What follows belongs to an exercise in optimizing a design on an open flow for small area; a production flow would make more cautious choices. RTL that was checked went through simulation tests only; none was proved equivalent to the original. The RTL of runs 2 to 6 was laid out without a check of its function. Power is estimated from default activity; no workload was simulated.

$ cat flow/constraint.sdc
create_clock -name core_clock -period 5.5 [get_ports {clk}]
set_input_delay 1.1000 -clock core_clock [delete_from_list [all_inputs] [get_ports {clk}]]
set_output_delay 1.1000 -clock core_clock [all_outputs]
set_load 0.01 [all_outputs]
$ cat flow/design.v
    localparam int unsigned XLEN  = 64;
    localparam int unsigned HALF  = XLEN / 2;
    localparam int unsigned ACC_W = 2 * XLEN;
    localparam int unsigned CNT_W = 7;
    localparam logic [3:0] MD_MUL    = 4'd0;
    localparam logic [3:0] MD_MULH   = 4'd1;
    localparam logic [3:0] MD_MULHSU = 4'd2;
    localparam logic [3:0] MD_MULHU  = 4'd3;
    localparam logic [3:0] MD_DIV    = 4'd4;
    localparam logic [3:0] MD_DIVU   = 4'd5;
    localparam logic [3:0] MD_REM    = 4'd6;
    localparam logic [3:0] MD_REMU   = 4'd7;
    localparam logic [3:0] MD_MULW   = 4'd8;
    localparam logic [3:0] MD_DIVW   = 4'd9;
    localparam logic [3:0] MD_DIVUW  = 4'd10;
    localparam logic [3:0] MD_REMW   = 4'd11;
    localparam logic [3:0] MD_REMUW  = 4'd12;
    localparam logic [1:0] MD_IDLE = 2'd0;
    localparam logic [1:0] MD_BUSY = 2'd1;
    localparam logic [1:0] MD_FIX  = 2'd2;
    localparam logic [1:0] MD_DONE = 2'd3;
    function automatic logic is_md_op(input logic [3:0] f_op);
        is_md_op = (f_op <= 4'd12);
    endfunction
    function automatic logic is_div(input logic [3:0] f_op);
        case (f_op)
            MD_DIV, MD_DIVU, MD_REM, MD_REMU,
            MD_DIVW, MD_DIVUW, MD_REMW, MD_REMUW: is_div = 1'b1;
            default:                              is_div = 1'b0;
        endcase
    endfunction
    function automatic logic is_rem(input logic [3:0] f_op);
        case (f_op)
            MD_REM, MD_REMU, MD_REMW, MD_REMUW: is_rem = 1'b1;
            default:                            is_rem = 1'b0;
        endcase
    endfunction
    function automatic logic is_signed_a(input logic [3:0] f_op);
        case (f_op)
            MD_MULH, MD_MULHSU, MD_DIV, MD_REM, MD_DIVW, MD_REMW: is_signed_a = 1'b1;
            default:                                              is_signed_a = 1'b0;
        endcase
    endfunction
    function automatic logic is_signed_b(input logic [3:0] f_op);
        case (f_op)
            MD_MULH, MD_DIV, MD_REM, MD_DIVW, MD_REMW: is_signed_b = 1'b1;
            default:                                   is_signed_b = 1'b0;
        endcase
    endfunction
    function automatic logic is_word(input logic [3:0] f_op);
        case (f_op)
            MD_MULW, MD_DIVW, MD_DIVUW, MD_REMW, MD_REMUW: is_word = 1'b1;
            default:                                       is_word = 1'b0;
        endcase
    endfunction
    function automatic logic is_high(input logic [3:0] f_op);
        case (f_op)
            MD_MULH, MD_MULHSU, MD_MULHU: is_high = 1'b1;
            default:                      is_high = 1'b0;
        endcase
    endfunction
module md_add66
(
    input  logic [65:0] x,
    input  logic [65:0] y,
    input  logic        cin,
    output logic [65:0] sum
);
    localparam int K  = 5;
    localparam int NB = (66 + K - 1) / K;
    localparam int NP = NB * K;
    logic [NP-1:0] p, g, sfull;
    logic [NB:0]   bc;
    assign p  = {{(NP-66){1'b0}}, x ^ y};
    assign g  = {{(NP-66){1'b0}}, x & y};
    assign bc[0] = cin;
    for (genvar i = 0; i < NB; i++) begin : blk
        logic [K:0] gg, pp;
        assign gg[0] = 1'b0;
        assign pp[0] = 1'b1;
        for (genvar j = 0; j < K; j++) begin : b
            assign gg[j+1] = g[i*K+j] | (p[i*K+j] & gg[j]);
            assign pp[j+1] = p[i*K+j] & pp[j];
            assign sfull[i*K+j] = p[i*K+j] ^ (gg[j] | (pp[j] & bc[i]));
        end
        assign bc[i+1] = gg[K] | (pp[K] & bc[i]);
    end
    assign sum = sfull[65:0];
endmodule
module md_exec_unit
(
    input  logic               clk,
    input  logic               reset,
    input  logic               req_valid,
    input  logic [3:0]         op,
    input  logic [63:0]        srca,
    input  logic [63:0]        srcb,
    input  logic               hold,
    input  logic               flush,
    output logic               exe_is_waiting,
    output logic               result_valid,
    output logic [63:0]        result
);
    localparam int unsigned XLEN  = 64;
    localparam int unsigned HALF  = XLEN / 2;
    localparam int unsigned ACC_W = 2 * XLEN;
    localparam int unsigned CNT_W = 7;
    localparam logic [3:0] MD_MUL    = 4'd0;
    localparam logic [3:0] MD_MULH   = 4'd1;
    localparam logic [3:0] MD_MULHSU = 4'd2;
    localparam logic [3:0] MD_MULHU  = 4'd3;
    localparam logic [3:0] MD_DIV    = 4'd4;
    localparam logic [3:0] MD_DIVU   = 4'd5;
    localparam logic [3:0] MD_REM    = 4'd6;
    localparam logic [3:0] MD_REMU   = 4'd7;
    localparam logic [3:0] MD_MULW   = 4'd8;
    localparam logic [3:0] MD_DIVW   = 4'd9;
    localparam logic [3:0] MD_DIVUW  = 4'd10;
    localparam logic [3:0] MD_REMW   = 4'd11;
    localparam logic [3:0] MD_REMUW  = 4'd12;
    localparam logic [1:0] MD_IDLE = 2'd0;
    localparam logic [1:0] MD_BUSY = 2'd1;
    localparam logic [1:0] MD_FIX  = 2'd2;
    localparam logic [1:0] MD_DONE = 2'd3;
    function automatic logic is_md_op(input logic [3:0] f_op);
        is_md_op = (f_op <= 4'd12);
    endfunction
    function automatic logic is_div(input logic [3:0] f_op);
        case (f_op)
            MD_DIV, MD_DIVU, MD_REM, MD_REMU,
            MD_DIVW, MD_DIVUW, MD_REMW, MD_REMUW: is_div = 1'b1;
            default:                              is_div = 1'b0;
        endcase
    endfunction
    function automatic logic is_rem(input logic [3:0] f_op);
        case (f_op)
            MD_REM, MD_REMU, MD_REMW, MD_REMUW: is_rem = 1'b1;
            default:                            is_rem = 1'b0;
        endcase
    endfunction
    function automatic logic is_signed_a(input logic [3:0] f_op);
        case (f_op)
            MD_MULH, MD_MULHSU, MD_DIV, MD_REM, MD_DIVW, MD_REMW: is_signed_a = 1'b1;
            default:                                              is_signed_a = 1'b0;
        endcase
    endfunction
    function automatic logic is_signed_b(input logic [3:0] f_op);
        case (f_op)
            MD_MULH, MD_DIV, MD_REM, MD_DIVW, MD_REMW: is_signed_b = 1'b1;
            default:                                   is_signed_b = 1'b0;
        endcase
    endfunction
    function automatic logic is_word(input logic [3:0] f_op);
        case (f_op)
            MD_MULW, MD_DIVW, MD_DIVUW, MD_REMW, MD_REMUW: is_word = 1'b1;
            default:                                       is_word = 1'b0;
        endcase
    endfunction
    function automatic logic is_high(input logic [3:0] f_op);
        case (f_op)
            MD_MULH, MD_MULHSU, MD_MULHU: is_high = 1'b1;
            default:                      is_high = 1'b0;
        endcase
    endfunction
    localparam logic [2:0] P_IDLE  = 3'd0;
    localparam logic [2:0] P_PRE   = 3'd1;   
    localparam logic [2:0] P_INIT  = 3'd2;   
    localparam logic [2:0] P_STEP  = 3'd3;   
    localparam logic [2:0] P_POST0 = 3'd4;   
    localparam logic [2:0] P_POST  = 3'd5;   
    localparam logic [2:0] P_REPL  = 3'd6;   
    localparam logic [2:0] P_DONE  = 3'd7;
    logic [2:0]  ph, ph_n;
    logic [5:0]  cnt, cnt_n;
    logic [3:0]  op_q;
    logic [65:0] H;
    logic [63:0] L;
    logic [63:0] M;
    logic        na_q, dneg_q;
    logic        seen;
    logic        allone;
    logic        k_idle, k_clrh, k_divm, k_done, k_shr, k_sdyn, k_enl, k_sbase, k_enhs;
    logic        idle, accept, f_div, f_rem, f_w, f_sa, f_high;
    logic        n_div, n_rem, n_w, n_sa, n_dneg;
    logic        term, term_n, hs_step, hs_post, en, s, q, raw, negact, lin, cnt_inc;
    logic [65:0] mext, y, S;
    always_comb begin
        idle   = (ph == P_IDLE);
        accept = idle & req_valid & ~flush & is_md_op(op);
        f_div  = is_div(op_q);
        f_rem  = is_rem(op_q);
        f_w    = op_q[3];
        f_sa   = is_signed_a(op_q);
        f_high = is_high(op_q);
        term   = (&cnt[4:0]) & (cnt[5] | f_w);
        cnt_inc = (ph == P_PRE) | (ph == P_STEP) | (ph == P_POST) | (ph == P_REPL);
        ph_n = ph;
        case (ph)
            P_IDLE:  if (accept) ph_n = is_div(op) ? P_PRE : P_STEP;
            P_PRE:   if (term) ph_n = P_INIT;
            P_INIT:  ph_n = P_STEP;
            P_STEP:  if (term) ph_n = f_div ? (f_rem ? P_POST0 : P_POST)
                                     : (f_high ? P_POST : (f_w ? P_REPL : P_DONE));
            P_POST0: ph_n = P_POST;
            P_POST:  if (term) ph_n = f_w ? P_REPL : P_DONE;
            P_REPL:  if (term) ph_n = P_DONE;
            default: if (!hold) ph_n = P_IDLE;    
        endcase
        if (flush) ph_n = P_IDLE;
        cnt_n = (flush | idle) ? 6'd0 : (cnt_inc ? cnt + 6'd1 : cnt);
        n_div  = idle ? is_div(op)      : f_div;
        n_rem  = idle ? is_rem(op)      : f_rem;
        n_w    = idle ? op[3]           : f_w;
        n_sa   = idle ? is_signed_a(op) : f_sa;
        n_dneg = dneg_q;
        term_n = (&cnt_n[4:0]) & (cnt_n[5] | n_w);
        hs_step = f_w ? H[33] : H[65];
        hs_post = f_w ? H[32] : H[65];
        en = (k_enl & L[0]) | k_sdyn | (k_enhs & hs_post);
        s  = k_sdyn ? (hs_step ^ ~dneg_q) : k_sbase;
        mext        = {{2{is_signed_b(op_q) & M[63]}}, M};
        mext[32]    = f_w ? dneg_q : M[32];
        y           = ({66{en}} & mext) ^ {66{s}};
        q           = ~(f_w ? S[32] : S[65]);
        raw = S[0];
        if ((ph == P_PRE) | ((ph == P_POST) & f_div & ~f_rem)) raw = L[0];
        else if (ph == P_REPL)                                  raw = L[63];
        negact = 1'b0;
        if (ph == P_PRE)       negact = na_q;
        else if (ph == P_POST) negact = f_div & (f_rem ? na_q : ((na_q ^ dneg_q) & ~allone));
        lin = raw ^ (negact & seen);
    end
    md_add66 u_add (
        .x   (H),
        .y   (y),
        .cin (s),
        .sum (S)
    );
    always_ff @(posedge clk) begin
        if (k_idle) begin
            M      <= srcb;
            op_q   <= op;
            na_q   <= is_signed_a(op) & (op[3] ? srca[31] : srca[63]);
            dneg_q <= is_signed_b(op) & (op[3] ? srcb[31] : srcb[63]);
        end
        if (k_clrh)                H <= '0;
        else if (k_divm)           H <= {S[64:0], L[63]};
        else                       H <= {S[65], S[65:1]};
        L <= ({64{k_idle}} & srca)
           | ({64{k_divm}} & {L[62:0], q})
           | ({64{k_shr}}  & {lin, L[63:1]})
           | ({64{k_done}} & L);
        if ((ph == P_PRE) | (ph == P_POST)) seen <= seen | raw;
        else                                seen <= 1'b0;
        if (ph == P_INIT)                   allone <= 1'b1;
        else if (k_sdyn)                    allone <= allone & q;
    end
    always_ff @(posedge clk or negedge reset) begin
        if (!reset) begin
            ph      <= P_IDLE;
            cnt     <= '0;
            k_idle  <= 1'b1;
            k_clrh  <= 1'b1;
            k_divm  <= 1'b0;
            k_done  <= 1'b0;
            k_shr   <= 1'b0;
            k_sdyn  <= 1'b0;
            k_enl   <= 1'b0;
            k_sbase <= 1'b0;
            k_enhs  <= 1'b0;
        end else begin
            ph      <= ph_n;
            cnt     <= cnt_n;
            k_idle  <= (ph_n == P_IDLE);
            k_clrh  <= (ph_n == P_IDLE) | (ph_n == P_PRE);
            k_divm  <= (ph_n == P_INIT) | ((ph_n == P_STEP) & n_div);
            k_done  <= (ph_n == P_DONE);
            k_shr   <= (ph_n != P_IDLE) & (ph_n != P_DONE) & ~((ph_n == P_INIT) | ((ph_n == P_STEP) & n_div));
            k_sdyn  <= (ph_n == P_STEP) & n_div;
            k_enl   <= (ph_n == P_STEP) & ~n_div;
            k_sbase <= ((ph_n == P_STEP) & ~n_div & n_sa & term_n) | ((ph_n == P_POST) & n_dneg);
            k_enhs  <= (ph_n == P_POST) & n_rem & (cnt_n == 6'd0);
        end
    end
    assign exe_is_waiting = reset & (accept | ((ph != P_IDLE) & (ph != P_DONE)));
    assign result_valid   = (ph == P_DONE);
    assign result         = L;
endmodule
$ cat flow/config.mk
export PLATFORM = sky130hd
export DESIGN_NAME = md_exec_unit
export DESIGN_NICKNAME = md_exec_unit
export VERILOG_FILES = /design/flow/design.v
export SDC_FILE = /design/flow/constraint.sdc
export NUM_CORES = 4
export LEC_CHECK = 0
export ABC_AREA = 1
export CAP_MARGIN = 0
export CORE_MARGIN = 2
export CORE_UTILIZATION = 65
export CTS_BUF_LIST = sky130_fd_sc_hd__clkbuf_4
export SLEW_MARGIN = 0
$ cat flow/standard.sh
#!/bin/bash
# synth_recipe.tcl (not shown) runs the flow's synth.tcl, then flattens the netlist and writes it again
# the make line also repeats each setting of config.mk as NAME=value (left out here)
make -C /OpenROAD-flow-scripts/flow DESIGN_CONFIG=/design/flow/config.mk WORK_HOME=/design/flow/orfs CLKGATE_MAP_FILE= SYNTH_SCRIPT=/design/flow/synth_recipe.tcl "${@:-finish}"
$ cat flow/flow/run.sh
#!/bin/bash
# Standard layout, except that the port buffers are the smallest buffer cell.
set -euo pipefail
export BUFFER_PORTS_ARGS="-buffer_cell sky130_fd_sc_hd__buf_1"
bash standard.sh > standard_sh.log 2>&1
==> results of run 1 <==
## per-layer routing
metal  up-vias  global-route usage  wire, µm
met1      4783               0.363     12200
met3        71              0.0727      1880
met2       294               0.488     13600
met5         -                   0         0
met4         0               0.100       809
li1       5271                   -         -
## per-stage QoR
stage               area, µm²  total power [W]  setup WS, ns   util  std cells
detailed placement      13000          0.00261         0.507  0.717       1820
global route            13800          0.00423        0.0421  0.760       1928
CTS                     13800          0.00405         0.479  0.759       1927
floorplan               12100          0.00238         0.568      -       1444
finish                  13800          0.00402         0.622  0.760       1928
global placement        13000          0.00260         0.643  0.717       1820
## power by group
group	switching, W	total [W]	internal (W)
clock	0.000672	0.00143	0.000757
sequential	0.000143	0.00202	0.00188
combinational	0.000367	0.000571	0.000204
total	0.00118	0.00402	0.00284
## cells by family after synthesis
logic type / after synthesis
flops: 221
compound gates: 390
fa+ha+maj: 79
buf+inv: 303
simple gates: 336
xor+xnor: 115
## sequential cells by signal, indices dropped and copies added (netlist names), 3 cells and up
signal / flops
L: 64
H: 66
ph: 3
M: 64
op_q: 4
cnt: 6
## Yosys cell counts, drive strengths merged
| cell type | n |
|---|---|
| nand2 | 215 |
| ha | 67 |
| o22ai | 58 |
| a211oi | 1 |
| edfxtp | 70 |
| xnor2 | 33 |
| clkbuf | 55 |
| o41ai | 2 |
| o211ai | 12 |
| dfrtp | 16 |
| nand3 | 37 |
| o2111ai | 4 |
| inv | 238 |
| xor2 | 82 |
| o221ai | 1 |
| nor4b | 1 |
| nor4 | 2 |
| o21bai | 17 |
| dfstp | 2 |
| a31o | 1 |
| nor3 | 11 |
| a221o | 21 |
| and2 | 1 |
| nor3b | 2 |
| a21oi | 133 |
| or2 | 3 |
| o21a | 1 |
| fa | 12 |
| buf | 9 |
| a31oi | 2 |
| and3 | 1 |
| a21o | 8 |
| nand4 | 3 |
| dfxtp | 133 |
| o21ai | 128 |
| nor2 | 60 |
| clkinv | 1 |
| a21boi | 1 |
## final timing paths
check	end	from	slack, ns	depth (start not counted)
max	H[60]	op_q[3]	0.62	40
min	ph[2]	reset	0.40	2
max reg2reg	H[60]	op_q[3]	0.62	40
min reg2reg	allone	allone	0.46	2
max in group asynchronous	k_clrh	reset	4.83	2
min in group core_clock	allone	allone	0.46	2
## final cells by class
type                    count  area [µm²]
repair buffers            212         833
flip-flops and latches    221        5220
clock buffers              85         638
multi-input cells         920        5790
well taps                 229         287
fillers                  1413        4350
clock inverters            22         119
inverters                 239         902
## layout by cell type, fill, tap and decap left out, types with 4 or more instances in the layout
master and instances:
inv_1 237, nand2_1 203, buf_1 202, dfxtp_1 133, a21oi_1 133, o21ai_0 123
clkbuf_4 85, xor2_1 82, edfxtp_1 70, ha_1 67, nor2_1 60, o22ai_1 58
nand3_1 34, xnor2_1 33, a221o_1 20, clkinv_1 18, o21bai_1 17, dfrtp_1 15
o211ai_1 12, fa_1 12, nor3_1 11, buf_4 10, nand2_2 9, a21o_1 8
o21ai_1 5, o2111ai_1 4
## what timing repair did
action | CTS | global route
buffers inserted | 0 | 1
resized for setup | 0 | 2
setup endpoints to repair | 0 | 1
endpoints found under the hold margin | 0 | 0
==> flow_summary.toml, run 1 <==
[run_status]
outcome = "no timing/DRC/antenna violations"

[critical_path]
worst-path-buf-inv = 4
end_kind = "flop"
cp_top_family = "simple AND/OR/NAND/NOR gates"
arrival_ns = 5.46
setup.worst_path.class = "flop to flop"
critPathMostFrequentCell = "nand2_1"
startpoint_type = "flop"
crit_fanout = 21
crit_slowest_cell = "edfxtp_1"
cpPeakStageDelay_ns = 0.49
critical_path_required_ns = 6.08

[clock_network]
ctsLongestPathBuffers = 3
clock_latency_ns = 0.68
numCtsBuffers = 57
htreeDepth = 2
cts.clk_slew.worst_paths_ns = 0.07
root_buffer = "clkbuf_4"
cts_sinks = 221
cts_hold_buffers = 0
cts_tree = "built"

[detailed_routing]
drtPass1Iterations = 5
antenna_left = 0
wl_per_cell_um = 14.8
num_vias = 10400
vias_per_cell = 5.40
wl_um = 28500
drtIter0Drc = 581
drcViolationCount = 0

[die]
die_h_um = 141
die_w_um = 141
num_rows = 49
dieArea_um2 = 19800
pin_count = 203
core_area_um2 = 18100
initial_core_util = 0.669

[sta]
finalSetupTns_ns = 0
relSlewSlack = 0.211
fin_skew_ns = 0.0556
rsz0062_at_grt = "false"
worstMarginPinSlew_ns = 1.18
setup_violations = 0
layout_min_cycle_time_ns = 4.88
hold_slack_ns = 0.404
slew_violations = 0
finalCritPeriodShare = 0.887
max_freq_ghz = 0.205
hold_violations = 0

[power]
ir_drop_mv = 0.268
total_leakage_power_nw = 6.57
p_per_area_nw_per_um2 = 291

[yosys]
synth_area_um2 = 12100
yosysWarnings = 1
ys_top_cells_by_area = "dfxtp_1, edfxtp_1, inv_1"
yosysTopAreaCell = "dfxtp_1"
synthAdderAreaFrac = 0.0889
synth_compound_area_frac = 0.187
synth-simple-area-share = 0.116
synth-seq-cells = 221
ys_seq_area_frac = 0.430
synth_area_per_cell_um2 = 8.40
synth_cells = 1444
muxShareOfSynthArea = 0
post_synth_xor_area_fraction = 0.0830
syn_nets = 1660
synth_top_area_share = 0.219
yosys.cell_types.count = 45
synth_top_family_by_area = "compound AO/OA/AOI/OAI gates"

[placement]
io_buffers = 202
hpwl_um = 20100
routabilityCongestion = 0.871

[global_route]
overflow = 0
grt_max_degree = 97
antenna_found_initial = 0
grt_pass1_vias = 10200
grt_pass1_wl_um = 47400
grtUsageTotal = 0.289

[finish]
drive_gt1_frac = 0.0736
antennaDiodeCount = 0
nets = 1867
syn_to_final_growth_pct = 13.7

[worst_hold_path]
hold_class = "primary input to async pin"

[run]
drv_cap = 0
==> inputs of run 2 (changes only) <==
--- a/flow/design.v
+++ b/flow/design.v
@@ -66,7 +66,7 @@
     input  logic        cin,
     output logic [65:0] sum
 );
-    localparam int K  = 5;
+    localparam int K  = 11;
     localparam int NB = (66 + K - 1) / K;
     localparam int NP = NB * K;
     logic [NP-1:0] p, g, sfull;
@@ -179,7 +179,7 @@
     logic        na_q, dneg_q;
     logic        seen;
     logic        allone;
-    logic        k_idle, k_clrh, k_divm, k_done, k_shr, k_sdyn, k_enl, k_sbase, k_enhs;
+    logic        k_idle, k_clrh, k_divm, k_done, k_sdyn, k_enl, k_sbase, k_enhs;
     logic        idle, accept, f_div, f_rem, f_w, f_sa, f_high;
     logic        n_div, n_rem, n_w, n_sa, n_dneg;
     logic        term, term_n, hs_step, hs_post, en, s, q, raw, negact, lin, cnt_inc;
@@ -246,10 +246,9 @@
         if (k_clrh)                H <= '0;
         else if (k_divm)           H <= {S[64:0], L[63]};
         else                       H <= {S[65], S[65:1]};
-        L <= ({64{k_idle}} & srca)
-           | ({64{k_divm}} & {L[62:0], q})
-           | ({64{k_shr}}  & {lin, L[63:1]})
-           | ({64{k_done}} & L);
+        if (k_idle)                L <= srca;
+        else if (k_divm)           L <= {L[62:0], q};
+        else if (!k_done)          L <= {lin, L[63:1]};
         if ((ph == P_PRE) | (ph == P_POST)) seen <= seen | raw;
         else                                seen <= 1'b0;
         if (ph == P_INIT)                   allone <= 1'b1;
@@ -263,7 +262,6 @@
             k_clrh  <= 1'b1;
             k_divm  <= 1'b0;
             k_done  <= 1'b0;
-            k_shr   <= 1'b0;
             k_sdyn  <= 1'b0;
             k_enl   <= 1'b0;
             k_sbase <= 1'b0;
@@ -275,7 +273,6 @@
             k_clrh  <= (ph_n == P_IDLE) | (ph_n == P_PRE);
             k_divm  <= (ph_n == P_INIT) | ((ph_n == P_STEP) & n_div);
             k_done  <= (ph_n == P_DONE);
-            k_shr   <= (ph_n != P_IDLE) & (ph_n != P_DONE) & ~((ph_n == P_INIT) | ((ph_n == P_STEP) & n_div));
             k_sdyn  <= (ph_n == P_STEP) & n_div;
             k_enl   <= (ph_n == P_STEP) & ~n_div;
             k_sbase <= ((ph_n == P_STEP) & ~n_div & n_sa & term_n) | ((ph_n == P_POST) & n_dneg);
==> flow/run.sh (new file) <==
#!/bin/bash
# synth_recipe.tcl (not shown) runs the flow's synth.tcl, then flattens the netlist and writes it again
# the make line also repeats each setting of config.mk as NAME=value (left out here)
make -C /OpenROAD-flow-scripts/flow DESIGN_CONFIG=/design/flow/config.mk WORK_HOME=/design/flow/orfs CLKGATE_MAP_FILE= SYNTH_SCRIPT=/design/flow/synth_recipe.tcl finish
removed: flow/flow/run.sh
removed: flow/standard.sh
==> run 2 against run 1 <==
Still clean. Sequential share of layout area is 0.051 points lower. Combinational power rose by 11%. Clock-buffer cell count rose by 4. Core utilization rose by 6.3 points. Flip-flop and latch count down 1. Fmax shrank 3.1%. Routed wire length grew 15%. Worst hold slack better by 0.055 ns.
==> flow_summary.toml, run 2 <==
[global_route]
grt_pass1_vias = 10900
grt_max_degree = 84
overflow = 0
grt_util_met1 = 0.383
grtUsageTotal = 0.322
busiest_layer = "met2"
antenna_found_initial = 1
grt_pass1_wl_um = 52200
use_met2 = 0.558
grtUsageMet3 = 0.0912

[power]
ir_drop_mv = 0.200
total_leakage_power_nw = 6.67
power.total_w = 0.00416
p_per_area_nw_per_um2 = 270

[sta]
finalSetupTns_ns = 0
max_freq_ghz = 0.199
setup_violations = 0
fin_skew_ns = 0.0520
hold_violations = 0
layout_min_cycle_time_ns = 5.03
slew_violations = 0
rsz0062_at_grt = "false"
relSlewSlack = 0.206
finalCritPeriodShare = 0.915
worstMarginPinSlew_ns = 1.19

[detailed_routing]
vias_per_cell = 5.68
wl_um = 32700
drtPass1Iterations = 8
num_vias = 10900
drcViolationCount = 0
wl_per_cell_um = 17.1
antenna_left = 0
drtIter0Drc = 907

[placement]
placed_cell_area_um2 = 14700
io_buffers = 202
hpwl_um = 22600
dp.cells = 1811
routabilityCongestion = 0.918

[yosys]
synth_area_um2 = 12500
synthFlopType = "edfxtp_1"
synthArstFlopShare = 0.0773
synth-seq-cells = 220
synth_cells = 1427
synth_area_per_cell_um2 = 8.76
synth_common_cells = "nand2_1, nor2_1, inv_1"
yosysTopAreaCell = "edfxtp_1"
synth_top_area_share = 0.322
ys_seq_area_frac = 0.467
syn_nets = 1636
yosysWarnings = 1
synth_edf_count = 134
yosys.cell_types.count = 47
synth_most_common_cell = "nand2_1"
ys_top_cells_by_area = "edfxtp_1, dfxtp_1, xor2_1"

[clock_network]
cts_tree = "built"
ctsLongestPathBuffers = 3
cts_sinks = 220
clock_latency_ns = 0.69
htreeDepth = 2
post_cts_buffers = 0
cts_hold_buffers = 0
cts_resized = 0
numCtsBuffers = 56
root_buffer = "clkbuf_4"
cts.clk_slew.worst_paths_ns = 0.08

[critical_path]
crit_slowest_cell = "edfxtp_1"
crit_fanout = 29
arrival_ns = 5.62
critical_path_required_ns = 6.09
setup.worst_path.class = "flop to flop"
startpoint_type = "flop"
cpPeakStageDelay_ns = 0.53
end_kind = "flop"
critPathMostFrequentCell = "nand2_1"

[finish]
final_cell_mix = "nand2_1, clkdlybuf4s50_1, nor2_1"
syn_to_final_growth_pct = 23.5
largest-register = "H"
final_area_um2 = 15400
instances_no_fill = 1916
drive_gt1_frac = 0.0857
final_common_cell = "nand2_1"
n_fill_cell = 1215
reg_top3 = "H (66), L (64), M (64)"
nets = 1844
largest_reg_flops = 66

[run]
drv_cap = 0

[die]
initial_core_util = 0.666
core_area_um2 = 18800
die_w_um = 143
dieArea_um2 = 20400
die_h_um = 143
num_rows = 50
pin_count = 203

[run_status]
outcome = "no timing/DRC/antenna violations"

[worst_hold_path]
hold_class = "flop to flop"
==> run 2: cell types whose count changed in the layout (fill, tap and decap cells not counted), sizes merged, moves of 64 or more <==
cell           previous run  this run
a21oi                   133        63
buf                     212        12
clkdlybuf4s50             0       202
dfxtp                   133        69
edfxtp                   70       134
inv                     239       150
nor2                     60       171
nor3                     11        76
==> run 2: path summary, 6_finish.rpt <==
path,slack (ns),from,cells past startpoint,end
min in group asynchronous,0.76,reset,2,cnt[3]
worst min register to register,0.46,allone,2,allone
worst max register to register,0.47,op_q[3],41,H[57]
worst max-delay path,0.47,op_q[3],41,H[57]
max in group asynchronous,4.48,reset,2,k_idle
worst min-delay path,0.46,allone,2,allone
==> run 2: logic make-up after synthesis <==
kind of cell | share of synthesized area
AND/OR/NAND/NOR | 0.185
AO/OA/AOI/OAI | 0.125
flip-flops | 0.467
buffers and inverters | 0.0660
XOR/XNOR | 0.0819
adder cells (fa/ha/maj) | 0.0751
==> run 2: area by class of cell <==
cell class              instances  area (µm²)  share of cell area
flip-flops and latches        220        5840               0.378
multi-input cells             993        5850               0.379
diodes                          1        2.50            0.000162
clock buffers                  89         668              0.0433
clock inverters                15        85.1             0.00551
well taps                     234         293              0.0190
inverters                     150         574              0.0372
repair buffers                214        2120               0.138
==> run 2: routing by layer <==
layer / vias to the layer above / routed length (µm)
met5: - / 0
met4: 0 / 992
met3: 84 / 3050
met2: 485 / 15800
met1: 5030 / 12800
li1: 5288 / -
==> run 2: through the flow <==
step,setup WS (ns),utilization,hold slack [ns]
after global routing,0.0194,0.823,0.500
after CTS,0.322,0.822,0.462
final,0.468,0.823,0.459
after floorplan,0.732,-,0.419
after detailed placement,0.336,0.782,0.449
after global placement,0.603,0.782,0.446
==> run 2: power by group <==
group	switching, W	internal (W)	leakage, nW	total, W
logic	0.000321	0.000311	4.05	0.000632
registers	0.000136	0.00194	2.17	0.00207
clock network	0.000680	0.000780	0.453	0.00146
total	0.00114	0.00303	6.67	0.00416
==> run 2: worst max-delay path: cells and delay by family (launching register included) <==
kind / cells / cell delay (ns)
compound gates: 1 / 0.51
fa+ha+maj: 2 / 0.75
flops: 1 / 0.53
xor+xnor: 2 / 0.21
buf+inv: 3 / 0.21
simple gates: 33 / 2.71
==> inputs of run 3 (changes only) <==
--- a/flow/config.mk
+++ b/flow/config.mk
@@ -10,4 +10,5 @@
 export CORE_MARGIN = 2
 export CORE_UTILIZATION = 65
 export CTS_BUF_LIST = sky130_fd_sc_hd__clkbuf_4
+export GPL_TIMING_DRIVEN = 0
 export SLEW_MARGIN = 0
==> run 3 against run 2 <==
Still clean. Flip-flop and latch count did not move. Clock power is 3% lower. Total power decreased by 0.39%. Critical path type unchanged. Highest routed layer unchanged.
==> flow_summary.toml, run 3 <==
[worst_hold_path]
hold_class = "flop to flop"

[placement]
hpwl_um = 24900
routabilityCongestion = 0.943
placed_cell_area_um2 = 14800
io_buffers = 202

[critical_path]
crit_start = "op_q[3]"
startpoint_type = "flop"
r2r-start = "op_q[3]"
reg2reg_slack_ns = 0.29
critical_path_required_ns = 6.11
cpPeakStageDelay_ns = 0.41
arrival_ns = 5.83
critPathMostFrequentCell = "nand2_1"
end_kind = "flop"
crit_fanout = 10
endpoint = "H[57]"
setup.worst_path.class = "flop to flop"
crit_slowest_cell = "fa_1"
rr_worst_depth = 44
r2r-end = "H[57]"

[die]
pin_count = 203
num_rows = 50
dieArea_um2 = 20400
initial_core_util = 0.666
die_h_um = 143
core_area_um2 = 18800
die_w_um = 143

[finish]
largest_reg_flops = 66
final_area_um2 = 15700
multi_input_area_um2 = 5860
register_area_um2 = 5840
largest-register = "H"
syn_to_final_growth_pct = 25.3
reg_top3 = "H (66), L (64), M (64)"
n_fill_cell = 1203
final_cell_mix = "nand2_1, clkdlybuf4s50_1, nor2_1"
drive_gt1_frac = 0.0848
final_common_cell = "nand2_1"
nets = 1904

[sta]
max_freq_ghz = 0.192
hold_violations = 0
hold_slack_ns = 0.457
setup_violations = 0
relSlewSlack = 0.369
worstMarginPinSlew_ns = 0.939
layout_min_cycle_time_ns = 5.21
finalCritPeriodShare = 0.948
slew_violations = 0
fin_skew_ns = 0.0417

[clock_network]
cts_sinks = 220
root_buffer = "clkbuf_4"
cts.clk_slew.worst_paths_ns = 0.07
htreeDepth = 2
numCtsBuffers = 58
ctsLongestPathBuffers = 3
clock_latency_ns = 0.72
cts_tree = "built"

[power]
total_leakage_power_nw = 6.77
switching_power_w = 0.00118
power.total_w = 0.00415
swShare = 0.286
p_per_area_nw_per_um2 = 265
power_frac_seq = 0.500
ir_drop_mv = 0.200
p_comb_frac = 0.157
p_int_w = 0.00296
pwr-share-clk = 0.343

[yosys]
synth_area_um2 = 12500
ys_seq_area_frac = 0.467
synth_area_per_cell_um2 = 8.76
yosysWarnings = 1
synth_cells = 1427
synth_edf_count = 134
synth_most_common_cell = "nand2_1"
synth_common_cells = "nand2_1, nor2_1, inv_1"
ys_top_cells_by_area = "edfxtp_1, dfxtp_1, xor2_1"
yosysTopAreaCell = "edfxtp_1"
synth_top_area_share = 0.322
synthFlopType = "edfxtp_1"
yosys.cell_types.count = 47
synthArstFlopShare = 0.0773
syn_nets = 1636
synth-seq-cells = 220

[detailed_routing]
wl_um = 34900
drcViolationCount = 0
wl_met3_um = 3650
dr_wl_met2_um = 16700
antenna_left = 0
topRoutingLayerUsed = "met4"
num_vias = 11400
vias_per_cell = 5.77
wl_per_cell_um = 17.6
drtPass1Iterations = 7
wl_met1_um = 13100
drtIter0Drc = 1065

[global_route]
antenna_found_initial = 2
grtUsageTotal = 0.339
grt_max_degree = 73
grt_pass1_vias = 11300
overflow = 0
grt_pass1_wl_um = 54100

[run_status]
outcome = "no timing/DRC/antenna violations"

[run]
drv_cap = 0
==> run 3: stage by stage <==
stage          setup TNS (ns)  instances  setup WS [ns]  utilization
5_1_grt                -0.138       1980        -0.0856        0.834
4_1_cts                     0       1973         0.0133        0.830
3_3_place_gp           -0.721       1863         -0.301        0.789
6_report                    0       1981          0.287        0.834
3_5_place_dp            -1.63       1863         -0.448        0.790
2_1_floorplan               0       1427          0.732            -
==> run 3: cell type report <==
cell class	count	area share
repair buffers	209	0.133
inverters	150	0.0366
clock inverters	26	0.00679
flip-flops and latches	220	0.373
clock buffers	84	0.0403
multi-input cells	993	0.374
well taps	234	0.0187
diodes	2	0.000320
plain buffers	63	0.0177
==> run 3: logic make-up (layout without fill, tap and decap cells) <==
kind of cell	after synthesis	in the layout	share of synthesized area
buffers and inverters	214	532	0.0660
xor gates and xnor gates	116	116	0.0819
DFF	220	220	0.467
and+or+nand+nor	540	540	0.185
adders and majority gates	72	72	0.0751
AOI/OAI and AO/OA	265	265	0.125
other	0	2	0
==> run 3: what timing repair did <==
action / CTS / global route
hold buffers: 0 / 0
gates cloned: 0 / 0
endpoints found under the setup margin: 10 / 12
buffers inserted: 0 / 7
pin swaps: 0 / 4
hold endpoints to repair: 0 / 0
resized for setup: 5 / 22
==> run 3: how the worst min path moves through the flow <==
stage | startpoint | endpoint | slack (ns) | cells past startpoint
2_1_floorplan | allone | allone | 0.42 | 2
3_3_place_gp | allone | allone | 0.44 | 2
3_5_place_dp | allone | allone | 0.45 | 2
4_1_cts | allone | allone | 0.46 | 2
5_1_grt | allone | allone | 0.47 | 2
6_report | allone | allone | 0.46 | 2
==> run 3: power by group through the flow <==
stage	combinational, W	clock, W	sequential [W]
global route	0.000694	0.00153	0.00209
CTS	0.000641	0.00143	0.00207
global placement	0.000622	0	0.00210
detailed placement	0.000637	0	0.00210
floorplan	0.000253	0	0.00209
finish	0.000650	0.00142	0.00207
==> run 3: worst max-delay path: cells and delay by family (launching register included) <==
kind	cells	cell delay, ns
AOI/OAI and AO/OA	1	0.37
and+or+nand+nor	33	2.69
DFF	1	0.34
buffers and inverters	6	0.66
adders and majority gates	2	0.63
xor gates and xnor gates	2	0.38
==> run 3: routing by layer <==
metal / vias up / track usage
li1: 5411 / -
met1: 5276 / 0.393
met2: 622 / 0.575
met3: 117 / 0.0986
met4: 0 / 0.173
met5: - / 0
==> inputs of run 4 (changes only) <==
--- a/flow/config.mk
+++ b/flow/config.mk
@@ -9,6 +9,6 @@
 export CAP_MARGIN = 0
 export CORE_MARGIN = 2
 export CORE_UTILIZATION = 65
-export CTS_BUF_LIST = sky130_fd_sc_hd__clkbuf_4
-export GPL_TIMING_DRIVEN = 0
+export CTS_BUF_LIST = sky130_fd_sc_hd__clkbuf_8
+export CTS_CLUSTER_SIZE = 40
 export SLEW_MARGIN = 0
==> run 4 against run 3 <==
Sequential share of layout area rose by 0.48 points. Die area did not move. Highest routed layer unchanged. Routed wire length down 5.9%. Clock power grew 5%. Sequential power about the same. Critical endpoint is now H[54]. Via count down 5.3%. Global-route usage shrank 1.5 points. Total power is 1.3% higher.
==> flow_summary.toml, run 4 <==
[sta]
setup_violations = 0
hold_violations = 0
finalSetupTns_ns = 0
worstMarginPinSlew_ns = 1.16
fin_skew_ns = 0.0261
slew_violations = 0
relSlewSlack = 0.226
rsz0062_at_grt = "false"
finalCritPeriodShare = 0.922
max_freq_ghz = 0.197
layout_min_cycle_time_ns = 5.07

[global_route]
grtUsageMet3 = 0.0902
grt_pass1_vias = 10800
grt_pass1_wl_um = 52500
overflow = 0
grt_max_degree = 84
grt_util_met1 = 0.394
busiest_layer = "met2"
use_met2 = 0.555
antenna_found_initial = 0
grtUsageTotal = 0.325

[clock_network]
cts_resized = 0
clock_latency_ns = 0.55
post_cts_buffers = 0
cts_hold_buffers = 0
root_buffer = "clkbuf_8"
numCtsBuffers = 39
cts_tree = "built"
ctsLongestPathBuffers = 3
cts.clk_slew.worst_paths_ns = 0.06
cts_sinks = 220
htreeDepth = 2

[die]
core_area_um2 = 18800
die_h_um = 143
num_rows = 50
dieArea_um2 = 20400
initial_core_util = 0.666
die_w_um = 143
pin_count = 203

[critical_path]
startpoint_type = "flop"
setup.worst_path.class = "flop to flop"
arrival_ns = 5.54
end_kind = "flop"
crit_fanout = 38
critical_path_required_ns = 5.97

[finish]
final_cell_mix = "nand2_1, clkdlybuf4s50_1, nor2_1"
nets = 1827
largest_reg_flops = 66
final_common_cell = "nand2_1"
reg_top3 = "H (66), L (64), M (64)"
drive_gt1_frac = 0.0637
largest-register = "H"
n_fill_cell = 1230
syn_to_final_growth_pct = 23.7
postLayoutCoreUtil = 0.824
antennaDiodeCount = 0

[power]
p_per_area_nw_per_um2 = 272
pwr-share-clk = 0.356
power_frac_seq = 0.494
p_int_w = 0.00304
p_comb_frac = 0.150
ir_drop_mv = 0.273
total_leakage_power_nw = 6.66
swShare = 0.275
switching_power_w = 0.00116

[yosys]
synthArstFlopShare = 0.0773
syn_nets = 1636
synth_area_um2 = 12500
ys_seq_area_frac = 0.467
ys_top_cells_by_area = "edfxtp_1, dfxtp_1, xor2_1"
synth_common_cells = "nand2_1, nor2_1, inv_1"
synth-seq-cells = 220
yosysWarnings = 1
synth_top_area_share = 0.322
synthFlopType = "edfxtp_1"
synth_most_common_cell = "nand2_1"
yosys.cell_types.count = 47
yosysTopAreaCell = "edfxtp_1"
synth_area_per_cell_um2 = 8.76
synth_cells = 1427
synth_edf_count = 134

[detailed_routing]
drtPass1Iterations = 8
drtIter0Drc = 882
antenna_left = 0
wl_per_cell_um = 17.4
drcViolationCount = 0
wl_um = 32900
num_vias = 10800
vias_per_cell = 5.75

[worst_hold_path]
hold_class = "flop to flop"

[placement]
io_buffers = 202
hpwl_um = 22600
routabilityCongestion = 0.918

[run_status]
outcome = "no timing/DRC/antenna violations"

[run]
drv_cap = 0
[run 4: logic make-up after synthesis]
family / count (synthesis) / share of synthesized area
adders and majority gates: 72 / 0.0751
AOI/OAI and AO/OA: 265 / 0.125
buffers and inverters: 214 / 0.0660
xor gates and xnor gates: 116 / 0.0819
and+or+nand+nor: 540 / 0.185
DFF: 220 / 0.467
[run 4: area by class of cell]
type | instances | area [µm²] | share of cell area
well taps | 234 | 293 | 0.0189
flip-flops and latches | 220 | 5840 | 0.378
clock inverters | 27 | 145 | 0.00939
inverters | 150 | 574 | 0.0372
clock buffers | 45 | 619 | 0.0401
multi-input cells | 993 | 5860 | 0.379
repair buffers | 214 | 2120 | 0.137
[run 4: critical path, cell delays in order (launching register included)]
cell and delay [ns]:
edfxtp_1 0.54, inv_4 0.10, nand2_2 0.09, nand2_1 0.06
a221o_4 0.51, buf_12 0.24, nand2_1 0.11, xor2_1 0.28
inv_1 0.09, ha_1 0.19, a21oi_1 0.18, nor2_1 0.07
nor2_1 0.18, o21bai_1 0.11, a21oi_1 0.19, o21bai_1 0.13
a21oi_1 0.24, o21bai_1 0.13, a21oi_1 0.21, o21bai_1 0.11
a21oi_1 0.23, nand2_4 0.14, inv_1 0.10, fa_1 0.44
a21oi_1 0.15, o21ai_0 0.09, inv_1 0.09
[run 4: routing by layer]
metal  up-vias  part of all wire  wire length, µm
met1      5008              0.39            12800
met4         0             0.035             1160
met2       492              0.48            15900
met3       100             0.090             2950
met5         -                 0                0
li1       5219                 -                -
[run 4: worst paths after layout]
path                         start  slack [ns]  depth (start not counted)     end
hold / removal              allone        0.46                          2  allone
hold reg to reg             allone        0.46                          2  allone
min in group asynchronous    reset        0.90                          2  k_enhs
max in group asynchronous    reset        4.33                          2  k_clrh
setup / recovery           op_q[3]        0.43                         26   H[54]
setup reg to reg           op_q[3]        0.43                         26   H[54]
[run 4: metrics by stage]
step                setup slack [ns]  instances  hold WS, ns  instance area, µm²  power (W)
floorplan                      0.732       1427        0.419               12500    0.00235
global placement               0.603       1811        0.446               14700    0.00271
detailed placement             0.336       1811        0.449               14700    0.00272
CTS                            0.315       1883        0.460               15400    0.00421
global route                 0.00727       1883        0.498               15500    0.00435
finish                         0.427       1883        0.457               15500    0.00420
[run 4: power by group through the flow]
stage	combinational (W)	clock (W)	sequential, W
floorplan	0.000253	0	0.00209
global placement	0.000611	0	0.00210
detailed placement	0.000623	0	0.00210
CTS	0.000627	0.00151	0.00207
global route	0.000680	0.00158	0.00209
finish	0.000632	0.00149	0.00207
==> inputs of run 5 (changes only) <==
==> flow/flow/run.sh (new file) <==
#!/bin/bash
# Standard layout, except that the port buffers are the smallest buffer cell.
set -euo pipefail
export BUFFER_PORTS_ARGS="-buffer_cell sky130_fd_sc_hd__buf_1"
bash standard.sh > standard_sh.log 2>&1
==> flow/standard.sh (new file) <==
#!/bin/bash
# synth_recipe.tcl (not shown) runs the flow's synth.tcl, then flattens the netlist and writes it again
# the make line also repeats each setting of config.mk as NAME=value (left out here)
make -C /OpenROAD-flow-scripts/flow DESIGN_CONFIG=/design/flow/config.mk WORK_HOME=/design/flow/orfs CLKGATE_MAP_FILE= SYNTH_SCRIPT=/design/flow/synth_recipe.tcl "${@:-finish}"
--- a/flow/config.mk
+++ b/flow/config.mk
@@ -9,6 +9,5 @@
 export CAP_MARGIN = 0
 export CORE_MARGIN = 2
 export CORE_UTILIZATION = 65
-export CTS_BUF_LIST = sky130_fd_sc_hd__clkbuf_8
-export CTS_CLUSTER_SIZE = 40
+export CTS_BUF_LIST = sky130_fd_sc_hd__clkbuf_4
 export SLEW_MARGIN = 0
removed: flow/run.sh
==> run 5 against run 4 <==
Clock power is 3% higher. Largest cell class unchanged. Register-to-register slack better by 0.04 ns. Clock skew is 0.0021 ns higher. Fmax is 0.83% higher. Critical path type unchanged. First-iteration DRC count is 4.3% lower. Still clean. Combinational power is 27% lower. Synthesized area stayed put. Synthesized cell count stayed put.
==> flow_summary.toml, run 5 <==
[yosys]
yosysWarnings = 1
yosysTopAreaCell = "edfxtp_1"
ys_seq_area_frac = 0.467
synthArstFlopShare = 0.0773
synth_top_area_share = 0.322
synth_cells = 1427
synth_common_cells = "nand2_1, nor2_1, inv_1"
synth-seq-cells = 220
syn_nets = 1636
synth_area_um2 = 12500
synth_area_per_cell_um2 = 8.76
synthFlopType = "edfxtp_1"
ys_top_cells_by_area = "edfxtp_1, dfxtp_1, xor2_1"
synth_edf_count = 134
yosys.cell_types.count = 47
synth_most_common_cell = "nand2_1"

[critical_path]
cp_top_family = "simple AND/OR/NAND/NOR gates"
critPathMostFrequentCell = "nand2_1"
critical_path_required_ns = 6.08
end_kind = "flop"
arrival_ns = 5.61
setup.worst_path.class = "flop to flop"
path_depth = 41
rr_worst_depth = 41
cpPeakStageDelay_ns = 0.54
worst-path-buf-inv = 3
crit_fanout = 30
startpoint_type = "flop"
crit_slowest_cell = "edfxtp_1"

[run]
drv_cap = 0

[sta]
relSlewSlack = 0.204
fin_ws_ns = 0.469
hold_slack_ns = 0.363
hold_violations = 0
max_freq_ghz = 0.199
finalCritPeriodShare = 0.915
setup_violations = 0
worstMarginPinSlew_ns = 1.19
layout_min_cycle_time_ns = 5.03
fin_skew_ns = 0.0283
slew_violations = 0
finalSetupTns_ns = 0

[finish]
nets = 1844
reg_top3 = "H (66), L (64), M (64)"
final_cell_mix = "nand2_1, buf_1, nor2_1"
n_fill_cell = 1413
final_area_um2 = 14200
largest-register = "H"
final_common_cell = "nand2_1"
largest_reg_flops = 66
drive_gt1_frac = 0.0861
syn_to_final_growth_pct = 13.8

[worst_hold_path]
hold_class = "primary input to async pin"

[clock_network]
cts_resized = 0
htreeDepth = 2
cts_hold_buffers = 0
ctsLongestPathBuffers = 3
cts_sinks = 220
clock_latency_ns = 0.68
root_buffer = "clkbuf_4"
cts_tree = "built"
post_cts_buffers = 0
numCtsBuffers = 58
cts.clk_slew.worst_paths_ns = 0.07

[die]
dieArea_um2 = 20400
die_h_um = 143
initial_core_util = 0.666
die_w_um = 143
num_rows = 50
pin_count = 203
core_area_um2 = 18800

[global_route]
overflow = 0
grt_pass1_vias = 10500
grt_max_degree = 90
grt_pass1_wl_um = 49200
antenna_found_initial = 1
grtUsageTotal = 0.299

[placement]
hpwl_um = 20600
routabilityCongestion = 0.908
place_ws_ns = 0.342
placed_cell_area_um2 = 13400
io_buffers = 202

[power]
total_leakage_power_nw = 6.14
p_per_area_nw_per_um2 = 286
power.total_w = 0.00407
ir_drop_mv = 0.209

[detailed_routing]
antenna_left = 0
drtIter0Drc = 844
vias_per_cell = 5.59
wl_per_cell_um = 15.6
drcViolationCount = 0
wl_um = 30000
drtPass1Iterations = 5
num_vias = 10700

[run_status]
outcome = "no timing/DRC/antenna violations"
-- run 5: cell counts after synthesis --
Identical to the previous run, type by type.
-- run 5: where the power goes --
part | internal [W] | switching, W
sequential | 0.00194 | 0.000133
combinational | 0.000155 | 0.000309
clock | 0.000846 | 0.000688
total | 0.00294 | 0.00113
-- run 5: per-stage QoR --
step | cells | utilization
after floorplan | 1427 | -
after global placement | 1809 | 0.714
after detailed placement | 1809 | 0.714
after CTS | 1919 | 0.757
after global routing | 1920 | 0.758
final | 1920 | 0.758
-- run 5: logic make-up (layout without fill, tap and decap cells) --
logic type                 after synthesis  in the layout  share of synthesized area
AOI/OAI and AO/OA                      265            265                      0.125
xor gates and xnor gates               116            116                     0.0819
adders and majority gates               72             72                     0.0751
buffers and inverters                  214            472                     0.0660
DFF                                    220            220                      0.467
other                                    0              1                          0
and+or+nand+nor                        540            540                      0.185
-- run 5: path summary, 6_finish.rpt --
check | from | endpoint | slack [ns]
min in group core_clock | allone | allone | 0.45
min | reset | ph[0] | 0.36
max | op_q[3] | H[57] | 0.47
min reg2reg | allone | allone | 0.45
max reg2reg | op_q[3] | H[57] | 0.47
max in group asynchronous | reset | k_idle | 4.88
-- run 5: final cells by class --
type	count	area, µm²	area share
clock buffer	91	683	0.0480
clock inverter	19	128	0.00897
multi-input combinational	993	5850	0.412
antenna	1	2.50	0.000176
inverter	150	574	0.0404
timing repair buffer	212	850	0.0597
sequential	220	5840	0.410
tap	234	293	0.0206
-- run 5: routing by layer --
metal | vias to the layer above | part of all wire | global-route usage
met5 | - | 0 | 0
met4 | 0 | 0.024 | 0.102
met3 | 61 | 0.085 | 0.0741
met2 | 460 | 0.47 | 0.491
met1 | 4905 | 0.42 | 0.389
li1 | 5314 | - | -
-- run 5: worst register-to-register path: cells and delay by family (launching register included) --
family | cells | cell delay, ns
AND/OR/NAND/NOR | 33 | 2.68
buffers and inverters | 3 | 0.21
AO/OA/AOI/OAI | 1 | 0.50
adder cells (fa/ha/maj) | 2 | 0.76
flip-flops | 1 | 0.54
XOR/XNOR | 2 | 0.24
==> inputs of run 6 (changes only) <==
--- a/flow/design.v
+++ b/flow/design.v
@@ -66,7 +66,7 @@
     input  logic        cin,
     output logic [65:0] sum
 );
-    localparam int K  = 11;
+    localparam int K  = 5;
     localparam int NB = (66 + K - 1) / K;
     localparam int NP = NB * K;
     logic [NP-1:0] p, g, sfull;
@@ -179,13 +179,19 @@
     logic        na_q, dneg_q;
     logic        seen;
     logic        allone;
-    logic        k_idle, k_clrh, k_divm, k_done, k_sdyn, k_enl, k_sbase, k_enhs;
+    logic        k_sdyn, k_enl, k_sbase, k_enhs;
+    logic        k_idle, k_clrh, k_divm, k_done, k_shr;
     logic        idle, accept, f_div, f_rem, f_w, f_sa, f_high;
     logic        n_div, n_rem, n_w, n_sa, n_dneg;
     logic        term, term_n, hs_step, hs_post, en, s, q, raw, negact, lin, cnt_inc;
     logic [65:0] mext, y, S;
     always_comb begin
         idle   = (ph == P_IDLE);
+        k_idle = idle;
+        k_clrh = (ph == P_IDLE) | (ph == P_PRE);
+        k_divm = (ph == P_INIT) | ((ph == P_STEP) & is_div(op_q));
+        k_done = (ph == P_DONE);
+        k_shr  = ~k_clrh & ~k_divm & ~k_done | (ph == P_PRE);
         accept = idle & req_valid & ~flush & is_md_op(op);
         f_div  = is_div(op_q);
         f_rem  = is_rem(op_q);
@@ -246,9 +252,10 @@
         if (k_clrh)                H <= '0;
         else if (k_divm)           H <= {S[64:0], L[63]};
         else                       H <= {S[65], S[65:1]};
-        if (k_idle)                L <= srca;
-        else if (k_divm)           L <= {L[62:0], q};
-        else if (!k_done)          L <= {lin, L[63:1]};
+        L <= ({64{k_idle}} & srca)
+           | ({64{k_divm}} & {L[62:0], q})
+           | ({64{k_shr}}  & {lin, L[63:1]})
+           | ({64{k_done}} & L);
         if ((ph == P_PRE) | (ph == P_POST)) seen <= seen | raw;
         else                                seen <= 1'b0;
         if (ph == P_INIT)                   allone <= 1'b1;
@@ -258,10 +265,6 @@
         if (!reset) begin
             ph      <= P_IDLE;
             cnt     <= '0;
-            k_idle  <= 1'b1;
-            k_clrh  <= 1'b1;
-            k_divm  <= 1'b0;
-            k_done  <= 1'b0;
             k_sdyn  <= 1'b0;
             k_enl   <= 1'b0;
             k_sbase <= 1'b0;
@@ -269,10 +272,6 @@
         end else begin
             ph      <= ph_n;
             cnt     <= cnt_n;
-            k_idle  <= (ph_n == P_IDLE);
-            k_clrh  <= (ph_n == P_IDLE) | (ph_n == P_PRE);
-            k_divm  <= (ph_n == P_INIT) | ((ph_n == P_STEP) & n_div);
-            k_done  <= (ph_n == P_DONE);
             k_sdyn  <= (ph_n == P_STEP) & n_div;
             k_enl   <= (ph_n == P_STEP) & ~n_div;
             k_sbase <= ((ph_n == P_STEP) & ~n_div & n_sa & term_n) | ((ph_n == P_POST) & n_dneg);
==> flow/flow/run.sh (replaced) <==
#!/bin/bash
# Standard layout, except: the port buffers are the smallest buffer cell, and
# clock tree synthesis inserts no dummy loads.
set -euo pipefail
export BUFFER_PORTS_ARGS="-buffer_cell sky130_fd_sc_hd__buf_1"
export CTS_ARGS="-sink_clustering_enable -repair_clock_nets -buf_list sky130_fd_sc_hd__clkbuf_4 -dont_use_dummy_load"
bash standard.sh > standard_sh.log 2>&1
==> run 6 against run 5 <==
Still clean on timing, DRC and antenna. Routed wire length shrank 2.3%. Sequential power shrank 8%. Clock skew grew 0.043 ns. Synthesized cell count grew 3.7%. Critical endpoint is now H[60]. Largest cell class unchanged.
==> flow_summary.toml, run 6 <==
[run_status]
outcome = "no timing/DRC/antenna violations"

[yosys]
synthFlopType = "dfxtp_1"
ys_seq_area_frac = 0.424
synth_area_um2 = 12000
synth_most_common_cell = "nand2_1"
synth_area_per_cell_um2 = 8.11
ys_top_cells_by_area = "dfxtp_1, edfxtp_1, nand2_1"
synth_top_area_share = 0.222
synth_common_cells = "nand2_1, inv_1, dfxtp_1"
synth-seq-cells = 216
syn_nets = 1696
synthArstFlopShare = 0.0602
yosys.cell_types.count = 45
yosysTopAreaCell = "dfxtp_1"
synth_cells = 1480
synth_edf_count = 70
yosysWarnings = 1

[sta]
slew_violations = 0
finalCritPeriodShare = 0.880
layout_min_cycle_time_ns = 4.84
hold_violations = 0
fin_skew_ns = 0.0717
finalSetupTns_ns = 0
setup_violations = 0
relSlewSlack = 0.259
max_freq_ghz = 0.207
rsz0062_at_grt = "false"
worstMarginPinSlew_ns = 1.11
fin_ws_ns = 0.658

[die]
dieArea_um2 = 19600
die_h_um = 140
pin_count = 203
die_w_um = 140
initial_core_util = 0.666
core_area_um2 = 18000
num_rows = 49

[finish]
drive_gt1_frac = 0.0579
final_common_cell = "nand2_1"
antennaDiodeCount = 0
nets = 1910
syn_to_final_growth_pct = 11.8
register_area_um2 = 5090
final_area_um2 = 13400
multi_input_area_um2 = 6120
n_fill_cell = 1451
postLayoutCoreUtil = 0.744
largest-register = "H"
final_cell_mix = "nand2_1, buf_1, inv_1"
reg_top3 = "H (66), L (64), M (64)"
largest_reg_flops = 66

[global_route]
grt_max_degree = 87
grtUsageTotal = 0.295
overflow = 0
antenna_found_initial = 0
grt_pass1_vias = 10300
grt_pass1_wl_um = 48000

[critical_path]
crit_slowest_cell = "a221o_4"
reg2reg_slack_ns = 0.66
crit_fanout = 22
r2r-start = "op_q[3]"
setup.worst_path.class = "flop to flop"
arrival_ns = 5.39
critPathMostFrequentCell = "nand2_1"
end_kind = "flop"
rr_worst_depth = 41
cpPeakStageDelay_ns = 0.47
startpoint_type = "flop"
critical_path_required_ns = 6.05
r2r-end = "H[60]"

[power]
ir_drop_mv = 0.215
power.total_w = 0.00336
p_per_area_nw_per_um2 = 250
total_leakage_power_nw = 6.29

[placement]
placed_cell_area_um2 = 13000
routabilityCongestion = 0.890
io_buffers = 202
hpwl_um = 20700
place_ws_ns = 0.419

[clock_network]
ctsLongestPathBuffers = 3
root_buffer = "clkbuf_4"
cts.clk_slew.worst_paths_ns = 0.06
htreeDepth = 2
clock_latency_ns = 0.66
cts_tree = "built"
numCtsBuffers = 56
cts_sinks = 216

[detailed_routing]
wl_met3_um = 2000
dr_wl_met2_um = 13800
wl_met1_um = 12500
drtIter0Drc = 586
wl_um = 29300
wl_per_cell_um = 15.2
drcViolationCount = 0
drtPass1Iterations = 5
vias_per_cell = 5.54
antenna_left = 0
num_vias = 10600
topRoutingLayerUsed = "met4"

[worst_hold_path]
min_to = "allone"
hold_depth = 2
worstHoldStart = "allone"
hold_class = "flop to flop"

[run]
drv_cap = 0
-- run 6: critical path: cells and delay by family (launching register included) --
kind                       cells  cell delay, ns
DFF                            1            0.45
AOI/OAI and AO/OA              3            0.78
buffers and inverters          4            0.27
adders and majority gates      2            0.71
xor gates and xnor gates       1            0.19
and+or+nand+nor               31            2.37
-- run 6: metrics by stage --
| step | hold slack (ns) | cells |
|---|---|---|
| 2_1_floorplan | 0.414 | 1480 |
| 3_3_place_gp | 0.441 | 1863 |
| 3_5_place_dp | 0.440 | 1863 |
| 4_1_cts | 0.454 | 1919 |
| 5_1_grt | 0.467 | 1921 |
| 6_report | 0.467 | 1921 |
-- run 6: repair_timing --
item	4_1_cts	5_1_grt
setup buffers	0	2
hold buffers	0	0
gates resized for setup	0	2
setup endpoints to repair	0	3
-- run 6: layout make-up --
type / count / share of cell area
Clock buffer: 56 / 0.0314
Inverter: 159 / 0.0445
Multi-Input combinational cell: 1043 / 0.457
Sequential cell: 216 / 0.380
Tap cell: 229 / 0.0214
Timing Repair Buffer: 218 / 0.0664
-- run 6: worst max path at each step --
stage / slack [ns] / from / cells after the start / to
2_1_floorplan: 0.81 / k_sdyn / 40 / H[60]
3_3_place_gp: 0.59 / op_q[3] / 41 / H[60]
3_5_place_dp: 0.42 / op_q[3] / 41 / H[60]
4_1_cts: 0.38 / op_q[3] / 41 / H[60]
5_1_grt: 0.1 / op_q[3] / 41 / H[60]
6_report: 0.66 / op_q[3] / 41 / H[60]
-- run 6: cell families after synthesis --
family / after synthesis / share of synthesized area
xor gates and xnor gates: 118 / 0.0861
AOI/OAI and AO/OA: 241 / 0.119
buffers and inverters: 221 / 0.0694
adders and majority gates: 79 / 0.0899
and+or+nand+nor: 605 / 0.211
DFF: 216 / 0.424
-- run 6: routing by layer --
metal  track usage  vias to the layer above
met2         0.492                      378
met1         0.373                     4901
met3        0.0671                       85
met5             0                        -
li1              -                     5275
met4         0.115                        0
-- run 6: where the power goes --
group / total (W) / internal, W / switching, W
Combinational: 0.000413 / 0.000141 / 0.000272
Clock: 0.00104 / 0.000459 / 0.000578
Sequential: 0.00191 / 0.00180 / 0.000110
Total: 0.00336 / 0.00240 / 0.000960
==> inputs of run 7 (changes only) <==
--- a/flow/design.v
+++ b/flow/design.v
@@ -180,7 +180,7 @@
     logic        seen;
     logic        allone;
     logic        k_sdyn, k_enl, k_sbase, k_enhs;
-    logic        k_idle, k_clrh, k_divm, k_done, k_shr;
+    logic        k_idle, k_clrh, k_divm, k_done, k_shr, k_hmul;
     logic        idle, accept, f_div, f_rem, f_w, f_sa, f_high;
     logic        n_div, n_rem, n_w, n_sa, n_dneg;
     logic        term, term_n, hs_step, hs_post, en, s, q, raw, negact, lin, cnt_inc;
@@ -191,6 +191,7 @@
         k_clrh = (ph == P_IDLE) | (ph == P_PRE);
         k_divm = (ph == P_INIT) | ((ph == P_STEP) & is_div(op_q));
         k_done = (ph == P_DONE);
+        k_hmul = ~k_clrh & ~k_divm;
         k_shr  = ~k_clrh & ~k_divm & ~k_done | (ph == P_PRE);
         accept = idle & req_valid & ~flush & is_md_op(op);
         f_div  = is_div(op_q);
@@ -224,7 +225,7 @@
         hs_post = f_w ? H[32] : H[65];
         en = (k_enl & L[0]) | k_sdyn | (k_enhs & hs_post);
         s  = k_sdyn ? (hs_step ^ ~dneg_q) : k_sbase;
-        mext        = {{2{is_signed_b(op_q) & M[63]}}, M};
+        mext        = {{2{dneg_q}}, M};
         mext[32]    = f_w ? dneg_q : M[32];
         y           = ({66{en}} & mext) ^ {66{s}};
         q           = ~(f_w ? S[32] : S[65]);
@@ -249,9 +250,7 @@
             na_q   <= is_signed_a(op) & (op[3] ? srca[31] : srca[63]);
             dneg_q <= is_signed_b(op) & (op[3] ? srcb[31] : srcb[63]);
         end
-        if (k_clrh)                H <= '0;
-        else if (k_divm)           H <= {S[64:0], L[63]};
-        else                       H <= {S[65], S[65:1]};
+        H <= ({66{k_divm}} & {S[64:0], L[63]}) | ({66{k_hmul}} & {S[65], S[65:1]});
         L <= ({64{k_idle}} & srca)
            | ({64{k_divm}} & {L[62:0], q})
            | ({64{k_shr}}  & {lin, L[63:1]})
@@ -262,21 +261,15 @@
         else if (k_sdyn)                    allone <= allone & q;
     end
     always_ff @(posedge clk or negedge reset) begin
-        if (!reset) begin
-            ph      <= P_IDLE;
-            cnt     <= '0;
-            k_sdyn  <= 1'b0;
-            k_enl   <= 1'b0;
-            k_sbase <= 1'b0;
-            k_enhs  <= 1'b0;
-        end else begin
-            ph      <= ph_n;
-            cnt     <= cnt_n;
-            k_sdyn  <= (ph_n == P_STEP) & n_div;
-            k_enl   <= (ph_n == P_STEP) & ~n_div;
-            k_sbase <= ((ph_n == P_STEP) & ~n_div & n_sa & term_n) | ((ph_n == P_POST) & n_dneg);
-            k_enhs  <= (ph_n == P_POST) & n_rem & (cnt_n == 6'd0);
-        end
+        if (!reset) ph <= P_IDLE;
+        else        ph <= ph_n;
+    end
+    always_ff @(posedge clk) begin
+        cnt     <= cnt_n;
+        k_sdyn  <= (ph_n == P_STEP) & n_div;
+        k_enl   <= (ph_n == P_STEP) & ~n_div;
+        k_sbase <= ((ph_n == P_STEP) & ~n_div & n_sa & term_n) | ((ph_n == P_POST) & n_dneg);
+        k_enhs  <= (ph_n == P_POST) & n_rem & (cnt_n == 6'd0);
     end
     assign exe_is_waiting = reset & (accept | ((ph != P_IDLE) & (ph != P_DONE)));
     assign result_valid   = (ph == P_DONE);
==> run 7 against run 6 <==
Still clean on timing, DRC and antenna. Die area is 5.1% lower. Worst hold slack got worse by 0.19 ns. Global-route usage is 0.64 points higher. Via count shrank 6.8%. Worst setup slack got worse by 0.037 ns. Routed wire length decreased by 4.3%. Final cell count down 9.3%. Sequential power is essentially flat. Fmax is 0.76% lower. Total power is 1.7% higher. Clock power is essentially flat. Critical path depth is 4 lower. Largest power group unchanged.
==> flow_summary.toml, run 7 <==
[yosys]
synth_cells = 1300
syn_nets = 1516
yosysWarnings = 1
synthArstFlopShare = 0.0139
synth_area_um2 = 11400
synth-seq-cells = 216
yosysTopAreaCell = "dfxtp_1"
synth_area_per_cell_um2 = 8.74
synth_most_common_cell = "nand2_1"
synth_common_cells = "nand2_1, dfxtp_1, inv_1"
synthFlopType = "dfxtp_1"
ys_top_cells_by_area = "dfxtp_1, edfxtp_1, nand2_1"
synth_edf_count = 70
yosys.cell_types.count = 44
ys_seq_area_frac = 0.443
synth_top_area_share = 0.252

[finish]
largest-register = "H"
final_cell_mix = "nand2_1, buf_1, dfxtp_1"
nets = 1735
n_fill_cell = 1386
multi_input_area_um2 = 5630
drive_gt1_frac = 0.0666
largest_reg_flops = 66
syn_to_final_growth_pct = 12.3
reg_top3 = "H (66), L (64), M (64)"
final_area_um2 = 12800
final_common_cell = "nand2_1"
register_area_um2 = 5040

[sta]
finalCritPeriodShare = 0.887
slew_violations = 0
max_freq_ghz = 0.205
relSlewSlack = 0.263
hold_slack_ns = 0.277
setup_violations = 0
rsz0062_at_grt = "false"
worstMarginPinSlew_ns = 1.10
hold_violations = 0
finalSetupTns_ns = 0
fin_skew_ns = 0.0495
layout_min_cycle_time_ns = 4.88

[die]
die_h_um = 136
dieArea_um2 = 18600
pin_count = 203
die_w_um = 136
initial_core_util = 0.662
core_area_um2 = 17200
num_rows = 48

[critical_path]
arrival_ns = 5.38
setup.worst_path.class = "flop to flop"
worst-path-buf-inv = 2
reg2reg_slack_ns = 0.62
rr_worst_depth = 37
crit_start = "op_q[3]"
crit_slowest_cell = "a221o_2"
r2r-end = "H[62]"
critPathMostFrequentCell = "nand2_1"
end_kind = "flop"
r2r-start = "op_q[3]"
critical_path_required_ns = 6.00
cpPeakStageDelay_ns = 0.48
startpoint_type = "flop"
crit_fanout = 26
cp_top_family = "simple AND/OR/NAND/NOR gates"

[placement]
routabilityCongestion = 0.894
io_buffers = 202
placed_cell_area_um2 = 12300
hpwl_um = 19800

[global_route]
grt_pass1_vias = 9629
overflow = 0
grt_max_degree = 80
grtUsageTotal = 0.301
grt_pass1_wl_um = 44700
antenna_found_initial = 1

[clock_network]
numCtsBuffers = 55
cts_tree = "built"
ctsLongestPathBuffers = 3
post_cts_buffers = 0
htreeDepth = 2
root_buffer = "clkbuf_4"
cts_resized = 0
clock_latency_ns = 0.67
cts_sinks = 216
cts_hold_buffers = 0
cts.clk_slew.worst_paths_ns = 0.06

[detailed_routing]
drtIter0Drc = 552
drtPass1Iterations = 6
vias_per_cell = 5.69
wl_um = 28000
antenna_left = 0
wl_per_cell_um = 16.1
num_vias = 9919
drcViolationCount = 0

[run_status]
outcome = "no timing/DRC/antenna violations"

[power]
power_frac_seq = 0.562
total_leakage_power_nw = 5.28
switching_power_w = 0.000994
power.total_w = 0.00341
ir_drop_mv = 0.247
swShare = 0.291
pwr-share-clk = 0.297
p_comb_frac = 0.141
p_int_w = 0.00242
p_per_area_nw_per_um2 = 267

[run]
drv_cap = 0

[worst_hold_path]
hold_class = "primary input to async pin"
==> run 7: through the flow <==
stage | setup WS, ns | utilization | instances
after CTS | 0.486 | 0.743 | 1741
after floorplan | 0.841 | - | 1300
final | 0.620 | 0.743 | 1743
after detailed placement | 0.509 | 0.719 | 1686
after global routing | 0.0969 | 0.743 | 1743
after global placement | 0.709 | 0.719 | 1686
==> run 7: cell type report <==
type                            count  area share
Tap cell                          225      0.0221
Sequential cell                   216       0.395
Inverter                          140      0.0412
Clock buffer                       55      0.0323
Timing Repair Buffer              217      0.0682
Antenna cell                        1    0.000196
Multi-Input combinational cell    889       0.441
==> run 7: worst max-delay path by stage <==
stage | endpoint | slack, ns | cells after the start
after floorplan | H[62] | 0.84 | 43
after global placement | H[62] | 0.71 | 39
after detailed placement | H[62] | 0.51 | 39
after CTS | H[62] | 0.49 | 39
after global routing | H[62] | 0.1 | 41
final | H[62] | 0.62 | 37
==> run 7: cell families (layout without fill, tap and decap cells) <==
family / count (synthesis) / count (layout) / share of synthesized area
and+or+nand+nor: 407 / 407 / 0.149
buffers and inverters: 195 / 412 / 0.0645
DFF: 216 / 216 / 0.443
xor gates and xnor gates: 114 / 114 / 0.0878
AOI/OAI and AO/OA: 289 / 289 / 0.161
other: 0 / 1 / 0
adders and majority gates: 79 / 79 / 0.0949
==> run 7: layer usage <==
| metal | wire length (µm) | track usage | vias to the layer above |
|---|---|---|---|
| met5 | 0 | 0 | - |
| met4 | 906 | 0.129 | 0 |
| met3 | 2010 | 0.0731 | 68 |
| met2 | 13400 | 0.508 | 365 |
| met1 | 11700 | 0.368 | 4589 |
| li1 | - | - | 4897 |
==> run 7: worst register-to-register path, delay by kind of cell (launching register included) <==
family	cells	cell delay [ns]
flops	1	0.46
compound gates	2	0.57
simple gates	29	2.29
xor+xnor	2	0.40
fa+ha+maj	2	0.79
buf+inv	2	0.20
==> run 7: power by group through the flow <==
stage / registers [W] / clock network [W] / logic (W)
after floorplan: 0.00196 / 0 / 0.000253
after global placement: 0.00195 / 0 / 0.000467
after detailed placement: 0.00195 / 0 / 0.000477
after CTS: 0.00192 / 0.00105 / 0.000480
after global routing: 0.00193 / 0.00111 / 0.000537
final: 0.00192 / 0.00101 / 0.000482

separate check: timing with driven ports:
In the flow no input, the clock included, has a driving cell. The finished layouts below were timed again as built, in two steps.
Step 1, drivers: a clkbuf_16 drives clk and a buf_2 each remaining input, both assumed.
Step 2 also shifts input and output timing later by t, the mid clock arrival at the registers, as if the neighbouring blocks saw the same clock.
a / b / c = no drivers / after step 1 / after step 2; a / b = the first two.
run	t, ns	slack for setup (ns)
run 1	0.694	0.622 / 0.622 / 0.622
run 2	0.707	0.468 / 0.468 / 0.468
run 3	0.737	0.287 / 0.287 / 0.287
run 4	0.579	0.427 / 0.427 / 0.427
run 5	0.701	0.469 / 0.469 / 0.469
run 6	0.665	0.658 / 0.658 / 0.658
run 7	0.682	0.620 / 0.620 / 0.620
After both steps every run listed still meets setup and hold.
